This is an optimization exercise on Yosys and OpenROAD, whose aim is small area, a short achievable clock period and few clock cycles, not a production implementation. The RTL was checked by simulation tests, not by an equivalence proof against the original design. Power figures rest on the tool's default switching activity, not on a simulated workload.

`flow/config.mk`:
```
export PLATFORM = sky130hd
export DESIGN_NAME = lsu_top
export DESIGN_NICKNAME = lsu_top
export VERILOG_FILES = /design/flow/design.v
export SDC_FILE = /design/flow/constraint.sdc
export NUM_CORES = 4
export LEC_CHECK = 0
export CAP_MARGIN = 20
export CORE_MARGIN = 2
export CORE_UTILIZATION = 40
export SETUP_SLACK_MARGIN = 0.2
export SLEW_MARGIN = 20
```
`flow/run.sh`:
```
#!/bin/bash
# synth_recipe.tcl (not shown) runs the flow's synth.tcl, then flattens the netlist and writes it again
# the make line also repeats each setting of config.mk as NAME=value (left out here)
make -C /OpenROAD-flow-scripts/flow DESIGN_CONFIG=/design/flow/config.mk WORK_HOME=/design/flow/orfs CLKGATE_MAP_FILE= SYNTH_SCRIPT=/design/flow/synth_recipe.tcl finish
```
`flow/design.v`:
```
package pipeline;
  localparam int XLEN = 64;
  typedef struct packed {
    logic [2:0]      funct3;
    logic            mm_re;
    logic            mm_we;
    logic            atomic;
    logic [4:0]      funct5;
    logic [XLEN-1:0] mm_addr;
    logic [4:0]      rd_addr;
    logic [XLEN-1:0] data;
  } memory_signals;
endpackage
module lsu #(
  parameter int XLEN = pipeline::XLEN
) (
  input  logic                  clk,
  input  logic                  reset,
  input  logic                  in_valid,
  output logic                  in_ready,
  input  pipeline::memory_signals signals_in,
  output logic                  dbus_req,
  output logic                  dbus_we,
  output logic [XLEN-1:0]       dbus_addr,
  output logic [XLEN/8-1:0]     dbus_sel,
  output logic [XLEN-1:0]       dbus_wdata,
  input  logic                  dbus_ack,
  input  logic [XLEN-1:0]       dbus_rdata,
  output logic                  wb_valid,
  output logic                  wb_we,
  output logic [4:0]            wb_rd_addr,
  output logic [XLEN-1:0]       wb_rd_data,
  output logic                  misaligned
);
  localparam int SB = XLEN / 8;
  localparam int LW = $clog2(SB);
  localparam logic [4:0] F5_LR   = 5'b00010;
  localparam logic [4:0] F5_SC   = 5'b00011;
  localparam logic [4:0] F5_SWAP = 5'b00001;
  localparam logic [4:0] F5_ADD  = 5'b00000;
  localparam logic [4:0] F5_XOR  = 5'b00100;
  localparam logic [4:0] F5_AND  = 5'b01100;
  localparam logic [4:0] F5_OR   = 5'b01000;
  localparam logic [4:0] F5_MIN  = 5'b10000;
  localparam logic [4:0] F5_MAX  = 5'b10100;
  localparam logic [4:0] F5_MINU = 5'b11000;
  localparam logic [4:0] F5_MAXU = 5'b11100;
  typedef enum logic [1:0] {IDLE, BUS, AMO_RD, AMO_WR} state_t;
  state_t           state_q, state_d;
  logic [2:0]       funct3_q, funct3_d;
  logic [4:0]       funct5_q, funct5_d;
  logic [XLEN-1:0]  addr_q, addr_d;
  logic [4:0]       rd_q, rd_d;
  logic [XLEN-1:0]  data_q, data_d;
  logic             we_q, we_d;
  logic             lr_q, lr_d;
  logic             sc_q, sc_d;
  logic [XLEN-1:0]  old_q, old_d;
  logic             resv_valid_q, resv_valid_d;
  logic [XLEN-LW-1:0] resv_tag_q, resv_tag_d;
  logic             wb_valid_q, wb_valid_d;
  logic             wb_we_q, wb_we_d;
  logic [4:0]       wb_rd_addr_q, wb_rd_addr_d;
  logic [XLEN-1:0]  wb_rd_data_q, wb_rd_data_d;
  logic             misaligned_q, misaligned_d;
  logic [LW-1:0]    lane;
  logic [LW+2:0]    shamt;
  logic [SB-1:0]    size_mask;
  logic [XLEN-1:0]  rshift, load_ext;
  logic             sx;
  logic             w_op, lt_s, lt_u;
  logic [XLEN-1:0]  a_s, b_s, a_u, b_u, amo_res, wsrc;
  logic             is_lr, is_sc, is_amo, is_store, is_mem, in_mis, sc_ok;
  assign lane  = addr_q[LW-1:0];
  assign shamt = {lane, 3'b000};
  assign sx    = ~funct3_q[2];
  always_comb begin
    size_mask = '1;
    load_ext  = '0;
    rshift    = dbus_rdata >> shamt;
    case (funct3_q[1:0])
      2'b00: begin
        size_mask = SB'(1);
        load_ext  = {{(XLEN-8){sx & rshift[7]}}, rshift[7:0]};
      end
      2'b01: begin
        size_mask = SB'(3);
        load_ext  = {{(XLEN-16){sx & rshift[15]}}, rshift[15:0]};
      end
      2'b10: begin
        size_mask = SB'(15);
        load_ext  = {{(XLEN-32){sx & rshift[31]}}, rshift[31:0]};
      end
      default: begin
        size_mask = '1;
        load_ext  = rshift;
      end
    endcase
  end
  always_comb begin
    w_op = (funct3_q[1:0] == 2'b10);
    a_s  = w_op ? {{(XLEN-32){old_q[31]}}, old_q[31:0]} : old_q;
    b_s  = w_op ? {{(XLEN-32){data_q[31]}}, data_q[31:0]} : data_q;
    a_u  = w_op ? {{(XLEN-32){1'b0}}, old_q[31:0]} : old_q;
    b_u  = w_op ? {{(XLEN-32){1'b0}}, data_q[31:0]} : data_q;
    lt_s = $signed(a_s) < $signed(b_s);
    lt_u = a_u < b_u;
    case (funct5_q)
      F5_SWAP: amo_res = data_q;
      F5_ADD:  amo_res = old_q + data_q;
      F5_XOR:  amo_res = old_q ^ data_q;
      F5_AND:  amo_res = old_q & data_q;
      F5_OR:   amo_res = old_q | data_q;
      F5_MIN:  amo_res = lt_s ? old_q : data_q;
      F5_MAX:  amo_res = lt_s ? data_q : old_q;
      F5_MINU: amo_res = lt_u ? old_q : data_q;
      F5_MAXU: amo_res = lt_u ? data_q : old_q;
      default: amo_res = old_q;
    endcase
  end
  always_comb begin
    wsrc       = (state_q == AMO_WR) ? amo_res : data_q;
    in_ready   = (state_q == IDLE);
    dbus_req   = (state_q != IDLE);
    dbus_we    = ((state_q == BUS) && we_q) || (state_q == AMO_WR);
    dbus_addr  = dbus_req ? {addr_q[XLEN-1:LW], {LW{1'b0}}} : '0;
    dbus_sel   = dbus_req ? (size_mask << lane) : '0;
    dbus_wdata = dbus_we ? (wsrc << shamt) : '0;
    wb_valid   = wb_valid_q;
    wb_we      = wb_we_q;
    wb_rd_addr = wb_rd_addr_q;
    wb_rd_data = wb_rd_data_q;
    misaligned = misaligned_q;
  end
  always_comb begin
    is_lr    = signals_in.atomic && (signals_in.funct5 == F5_LR);
    is_sc    = signals_in.atomic && (signals_in.funct5 == F5_SC);
    is_amo   = signals_in.atomic && !is_lr && !is_sc;
    is_store = signals_in.mm_we && !signals_in.atomic;
    is_mem   = signals_in.mm_re || signals_in.mm_we || signals_in.atomic;
    sc_ok    = resv_valid_q && (resv_tag_q == signals_in.mm_addr[XLEN-1:LW]);
    case (signals_in.funct3[1:0])
      2'b01:   in_mis = signals_in.mm_addr[0];
      2'b10:   in_mis = |signals_in.mm_addr[1:0];
      2'b11:   in_mis = |signals_in.mm_addr[2:0];
      default: in_mis = 1'b0;
    endcase
  end
  always_comb begin
    state_d      = state_q;
    funct3_d     = funct3_q;
    funct5_d     = funct5_q;
    addr_d       = addr_q;
    rd_d         = rd_q;
    data_d       = data_q;
    we_d         = we_q;
    lr_d         = lr_q;
    sc_d         = sc_q;
    old_d        = old_q;
    resv_valid_d = resv_valid_q;
    resv_tag_d   = resv_tag_q;
    wb_valid_d   = 1'b0;
    wb_we_d      = 1'b0;
    wb_rd_addr_d = wb_rd_addr_q;
    wb_rd_data_d = wb_rd_data_q;
    misaligned_d = 1'b0;
    case (state_q)
      IDLE: begin
        if (in_valid) begin
          funct3_d     = signals_in.funct3;
          funct5_d     = signals_in.funct5;
          addr_d       = signals_in.mm_addr;
          rd_d         = signals_in.rd_addr;
          data_d       = signals_in.data;
          we_d         = is_store || is_sc;
          lr_d         = is_lr;
          sc_d         = is_sc;
          wb_rd_addr_d = signals_in.rd_addr;
          if (is_sc) resv_valid_d = 1'b0;
          if (!is_mem) begin
            wb_valid_d   = 1'b1;
            wb_we_d      = (signals_in.rd_addr != 5'd0);
            wb_rd_data_d = signals_in.data;
          end else if (in_mis) begin
            wb_valid_d   = 1'b1;
            misaligned_d = 1'b1;
            wb_rd_data_d = '0;
          end else if (is_sc && !sc_ok) begin
            wb_valid_d   = 1'b1;
            wb_we_d      = (signals_in.rd_addr != 5'd0);
            wb_rd_data_d = XLEN'(1);
          end else if (is_amo) begin
            state_d = AMO_RD;
          end else begin
            state_d = BUS;
          end
        end
      end
      BUS: begin
        if (dbus_ack) begin
          state_d      = IDLE;
          wb_valid_d   = 1'b1;
          wb_rd_addr_d = rd_q;
          if (we_q) begin
            wb_we_d      = sc_q && (rd_q != 5'd0);
            wb_rd_data_d = '0;
          end else begin
            wb_we_d      = (rd_q != 5'd0);
            wb_rd_data_d = load_ext;
          end
          if (lr_q) begin
            resv_valid_d = 1'b1;
            resv_tag_d   = addr_q[XLEN-1:LW];
          end
        end
      end
      AMO_RD: begin
        if (dbus_ack) begin
          old_d   = load_ext;
          state_d = AMO_WR;
        end
      end
      AMO_WR: begin
        if (dbus_ack) begin
          state_d      = IDLE;
          wb_valid_d   = 1'b1;
          wb_we_d      = (rd_q != 5'd0);
          wb_rd_addr_d = rd_q;
          wb_rd_data_d = old_q;
        end
      end
      default: state_d = IDLE;
    endcase
  end
  always_ff @(posedge clk) begin
    if (reset) begin
      state_q      <= IDLE;
      funct3_q     <= '0;
      funct5_q     <= '0;
      addr_q       <= '0;
      rd_q         <= '0;
      data_q       <= '0;
      we_q         <= 1'b0;
      lr_q         <= 1'b0;
      sc_q         <= 1'b0;
      old_q        <= '0;
      resv_valid_q <= 1'b0;
      resv_tag_q   <= '0;
      wb_valid_q   <= 1'b0;
      wb_we_q      <= 1'b0;
      wb_rd_addr_q <= '0;
      wb_rd_data_q <= '0;
      misaligned_q <= 1'b0;
    end else begin
      state_q      <= state_d;
      funct3_q     <= funct3_d;
      funct5_q     <= funct5_d;
      addr_q       <= addr_d;
      rd_q         <= rd_d;
      data_q       <= data_d;
      we_q         <= we_d;
      lr_q         <= lr_d;
      sc_q         <= sc_d;
      old_q        <= old_d;
      resv_valid_q <= resv_valid_d;
      resv_tag_q   <= resv_tag_d;
      wb_valid_q   <= wb_valid_d;
      wb_we_q      <= wb_we_d;
      wb_rd_addr_q <= wb_rd_addr_d;
      wb_rd_data_q <= wb_rd_data_d;
      misaligned_q <= misaligned_d;
    end
  end
endmodule
module lsu_top (
  input  logic        clk,
  input  logic        reset,
  input  logic        in_valid,
  output logic        in_ready,
  input  logic [2:0]  in_funct3,
  input  logic        in_mm_re,
  input  logic        in_mm_we,
  input  logic        in_atomic,
  input  logic [4:0]  in_funct5,
  input  logic [63:0] in_addr,
  input  logic [4:0]  in_rd_addr,
  input  logic [63:0] in_data,
  output logic        dbus_req,
  output logic        dbus_we,
  output logic [63:0] dbus_addr,
  output logic [7:0]  dbus_sel,
  output logic [63:0] dbus_wdata,
  input  logic        dbus_ack,
  input  logic [63:0] dbus_rdata,
  output logic        wb_valid,
  output logic        wb_we,
  output logic [4:0]  wb_rd_addr,
  output logic [63:0] wb_rd_data,
  output logic        misaligned
);
  pipeline::memory_signals sig;
  assign sig.funct3  = in_funct3;
  assign sig.mm_re   = in_mm_re;
  assign sig.mm_we   = in_mm_we;
  assign sig.atomic  = in_atomic;
  assign sig.funct5  = in_funct5;
  assign sig.mm_addr = in_addr;
  assign sig.rd_addr = in_rd_addr;
  assign sig.data    = in_data;
  lsu u_lsu (
    .clk(clk), .reset(reset), .in_valid(in_valid), .in_ready(in_ready),
    .signals_in(sig), .dbus_req(dbus_req), .dbus_we(dbus_we),
    .dbus_addr(dbus_addr), .dbus_sel(dbus_sel), .dbus_wdata(dbus_wdata),
    .dbus_ack(dbus_ack), .dbus_rdata(dbus_rdata), .wb_valid(wb_valid),
    .wb_we(wb_we), .wb_rd_addr(wb_rd_addr), .wb_rd_data(wb_rd_data),
    .misaligned(misaligned)
  );
endmodule
```
`flow/constraint.sdc`:
```
create_clock -name core_clock -period 8.0 [get_ports {clk}]
set_input_delay 1.6000 -clock core_clock [delete_from_list [all_inputs] [get_ports {clk}]]
set_output_delay 1.6000 -clock core_clock [all_outputs]
set_load 0.01 [all_outputs]
```
==> run notes <==
[sequential cells by signal (all words and copies together), names as in the netlist, 2 cells and up]
register and cells:
u_lsu.addr_q 64, u_lsu.old_q 64, u_lsu.funct5_q 5, u_lsu.state_q 2
u_lsu.funct3_q 3, u_lsu.rd_q 5, u_lsu.data_q 64, u_lsu.wb_rd_addr_q 5
u_lsu.wb_rd_data_q 64, u_lsu.resv_tag_q 61
[cell families (layout without fill, tap and decap cells)]
kind of cell | Yosys count | in the layout | share of synthesized area [%]
AND/OR/NAND/NOR | 1515 | 1516 | 21.69
AO/OA/AOI/OAI | 1475 | 1475 | 31.73
buffers and inverters | 547 | 1076 | 6.959
flip-flops | 344 | 344 | 22.89
adder cells (fa/ha/maj) | 225 | 225 | 9.384
multiplexers | 113 | 113 | 4.767
XOR/XNOR | 88 | 88 | 2.562
other | 1 | 10 | 0.01247
[where the power goes]
| group | internal, mW | switching (mW) | leakage (nW) |
|---|---|---|---|
| Combinational | 0.894 | 1.58 | 11.6 |
| Clock | 1.01 | 0.750 | 0.605 |
| Sequential | 1.84 | 0.162 | 2.82 |
| Total | 3.74 | 2.50 | 15.0 |
[layout by cell type, fill, tap and decap left out, drive strengths merged, types with 17 or more instances in the layout]
cell           count
nand4             42
ha               224
xnor2             52
o31ai             21
nor4              25
a22oi             31
buf              373
inv              218
nand3             75
a21oi            558
a311oi            38
a31oi             32
and2              86
o211ai            35
dfxtp            344
mux4              21
o221ai            21
clkbuf            59
nor2             354
o22ai             32
mux2i             60
mux2              32
xor2              36
o21a              21
clkdlybuf4s50    398
nand2            793
a211o             17
o21ai            243
a21o              32
nor3              52
a221oi           108
a211oi           130
[worst reg2reg max path, cell delays in order (launching register included)]
cell and delay, ps:
dfxtp_4 620, inv_2 250, buf_4 790, nor2_1 130, buf_4 290, nand2_1 100, o21ai_0 180, a21oi_1 400
a2111oi_2 120, buf_4 200, inv_1 90, a21o_4 510, o21ai_0 330, a222oi_1 690, a211oi_1 160
[per-layer routing]
metal	global-route usage, %	wire (um)
met5	0	108
met4	21.76	10820
met3	11.72	21180
met2	62.21	70910
met1	55.76	67880
[synthesized netlist by cell type (all sizes together) (25+ instances only)]
cell and instances:
a211oi 130, a21o 32, a21oi 558, a221oi 108, a22oi 31, a311oi 38, a31oi 32, and2 86
buf 38, clkbuf 292, dfxtp 344, ha 224, inv 214, mux2 32, mux2i 60, nand2 792
nand3 75, nand4 42, nor2 354, nor3 52, nor4 25, o211ai 35, o21ai 243, o22ai 32
xnor2 52, xor2 36
[repair_timing]
| item | in CTS | in global routing |
|---|---|---|
| resized for setup | 62 | 43 |
| pin swaps | 14 | 15 |
| setup endpoints to repair | 53 | 51 |
| setup buffers | 6 | 1 |
| cloned | 2 | 2 |
[final cells by class]
type / count / area, sq um
Multi-Input combinational cell: 3420 / 21540
Antenna cell: 7 / 17.52
Sequential cell: 344 / 6908
Clock inverter: 9 / 100.1
Clock buffer: 57 / 1124
Tap cell: 969 / 1212
Fill cell: 7533 / 35540
Inverter: 217 / 817.0
Timing Repair Buffer: 793 / 7189
[worst max-delay path by stage]
stage	start	end	slack [ps]	cells after the start
final	u_lsu.funct3_q[0]	dbus_wdata[54]	290	21
after floorplan	u_lsu.funct3_q[0]	dbus_wdata[48]	1060	21
after CTS	u_lsu.funct3_q[0]	dbus_wdata[56]	90	23
after detailed placement	u_lsu.data_q[30]	dbus_wdata[56]	-80	19
after global routing	u_lsu.funct3_q[0]	dbus_wdata[30]	210	22
after global placement	u_lsu.data_q[30]	dbus_wdata[56]	-190	19
[stage by stage]
stage | util, % | setup TNS, ps | setup slack [ps] | hold slack, ps
after floorplan | - | 0 | 1058 | 436.3
after global placement | 49.89 | -185.9 | -185.9 | 443.2
after detailed placement | 49.89 | -80.26 | -80.26 | 449.8
after CTS | 51.90 | 0 | 87.77 | 458.5
after global routing | 52.25 | 0 | 206.3 | 479.7
final | 52.26 | 0 | 292.5 | 457.6
==> impl_metrics.toml <==
[outcome]
status = "timing/DRC/antenna clean"

[power]
total_power_mw = 6.237
power_density_nw_per_um2 = 160.3
total_leakage_power_nw = 15.03
irDropWorstVdd_uv = 170.7

[yosys]
netlist_top_cells_area = "dfxtp_1, nand2_1, ha_1, a21oi_1, nor2_1"
avgSynthCellArea_sq_um = 6.982
syn_inst = 4308
synth_edf_count = 0
yosysWarnings = 1
synthArstFlopShare_pct = 0
yosys_most_used_dff = "dfxtp_1"
ys_ff_latch = 344
ys_types = 95
yosys.area.top_type = "dfxtp_1"
synth_area_sq_um = 30080
yosysSeqAreaShare_pct = 22.89
synth_top_area_share_pct = 22.89

[worst_setup_path]
reg2reg_depth = 14
crit_path_max_fanout = 16
crit_required_ps = 6400
path_buf_inv = 6
crit_type = "reg2out"
startpoint_type = "flip-flop"
r2r_start = "u_lsu.addr_q[0]"
crit_path_top_delay_cell = "a221oi_2"
slowest_delay_ps = 570
cp.arrival_ps = 6110
path_cells = "inv_4 -> nand2_8 -> nor2_4 -> buf_12 -> a21oi_1 -> ha_1 -> nand3_1 -> or4_1 -> or4_4 -> or4_4 -> a21o_4 -> nand3_1 -> o21a_1 -> buf_12 -> a21oi_2 -> buf_4 -> buf_4 -> a221oi_2 -> o22ai_1 -> a211o_1 -> dlygate4sd2_1"
reg2reg_to = "u_lsu.wb_rd_data_q[38]"
crit_path_end_kind = "primary output"
critical_path.top_delay_family = "simple AND/OR/NAND/NOR gates"
rrSetupSlack_ps = 2970

[clock_tree]
clk_pin_slew_ps = 60
h-tree-depth = 2
cts_tree = "yes"
cts_hold_buf = 0
clkSinkCount = 344
cts.root.buffer_cell = "clkbuf_16"
clock_path_buffers = 3
clk_latency_ps = 550
cts_made_buffers = 37

[layout]
final_cells = 5816
final_layout_size_suffix_gt1_share_pct = 12.36
final_cell_area_sq_um = 38910
area_delta_synth_final_pct = 29.35
num-nets-final = 5250

[timing]
rsz0062_at_grt = "false"
min_period_ps = 7708
fin_skew_ps = 15.88
worst_pin_slew_ps = 1136
post-route-period-util_pct = 96.34
relSlewSlack_pct = 24.25
fmax_mhz = 129.7
final_max_slew_viol_count = 0
hold_violations = 0
final-setup-viol-count = 0

[floorplanning]
dieArea_sq_um = 77410
core_area_sq_um = 74450
io_pins = 423
die_h_um = 278.2
die_w_um = 278.2
initial_core_util_pct = 40.41
num_rows = 100

[grt]
grt-ovfl-total = 0
track_usage_pct = 42.12
grt_max_degree = 158
grt_pass1_vias = 34290
antenna_found_initial = 15
grt_pass1_wl_mm = 242.4

[placement]
dp_cells = 5731
port_buffers = 419
place_congestion = 1.093
hpwl_mm = 134.3
place_area_sq_um = 37140

[detailed_routing]
drt_wl_total_mm = 170.9
wl_per_cell_um = 29.38
vias = 37220
drc = 0
vias_per_cell = 6.399
first_pass_iters = 7
first_iter_violations = 5551
antenna_left = 0

[worst_hold_path]
hp-class = "reg2reg"
hold_depth = 2
hold-path-endpoint = "u_lsu.resv_tag_q[46]"
worstHoldStart = "u_lsu.resv_tag_q[46]"

[run]
max_cap_violations = 0
Testbench counts, summed over its fixed seeds: cycles 11,923.

static timing again, ports no longer ideal:
How much do the figures lean on ideal ports? The routed layout below was timed once more, with nothing changed but the port constraints. Step 1: set_driving_cell puts a clkbuf_16 on clk and a buf_2 on each other input, an assumption about the parent block. Step 2 adds t to the input delays and takes it off the output delays; t is the mean of the earliest and latest rising clock arrival at the registers after step 1. Input paths then give back, and output paths get back, about the clock's delay inside the block. Three values: ideal ports, drivers, drivers and shift; two values: the first two.
t, ns: 0.605
setup slack, ns: 0.292 / 0.228 / 0.833
cell pins on the clock port's net: 1
After both steps this run still meets setup and hold. For this run, drivers alone change the setup slack by -0.064 ns; drivers and shift together by +0.541 ns.
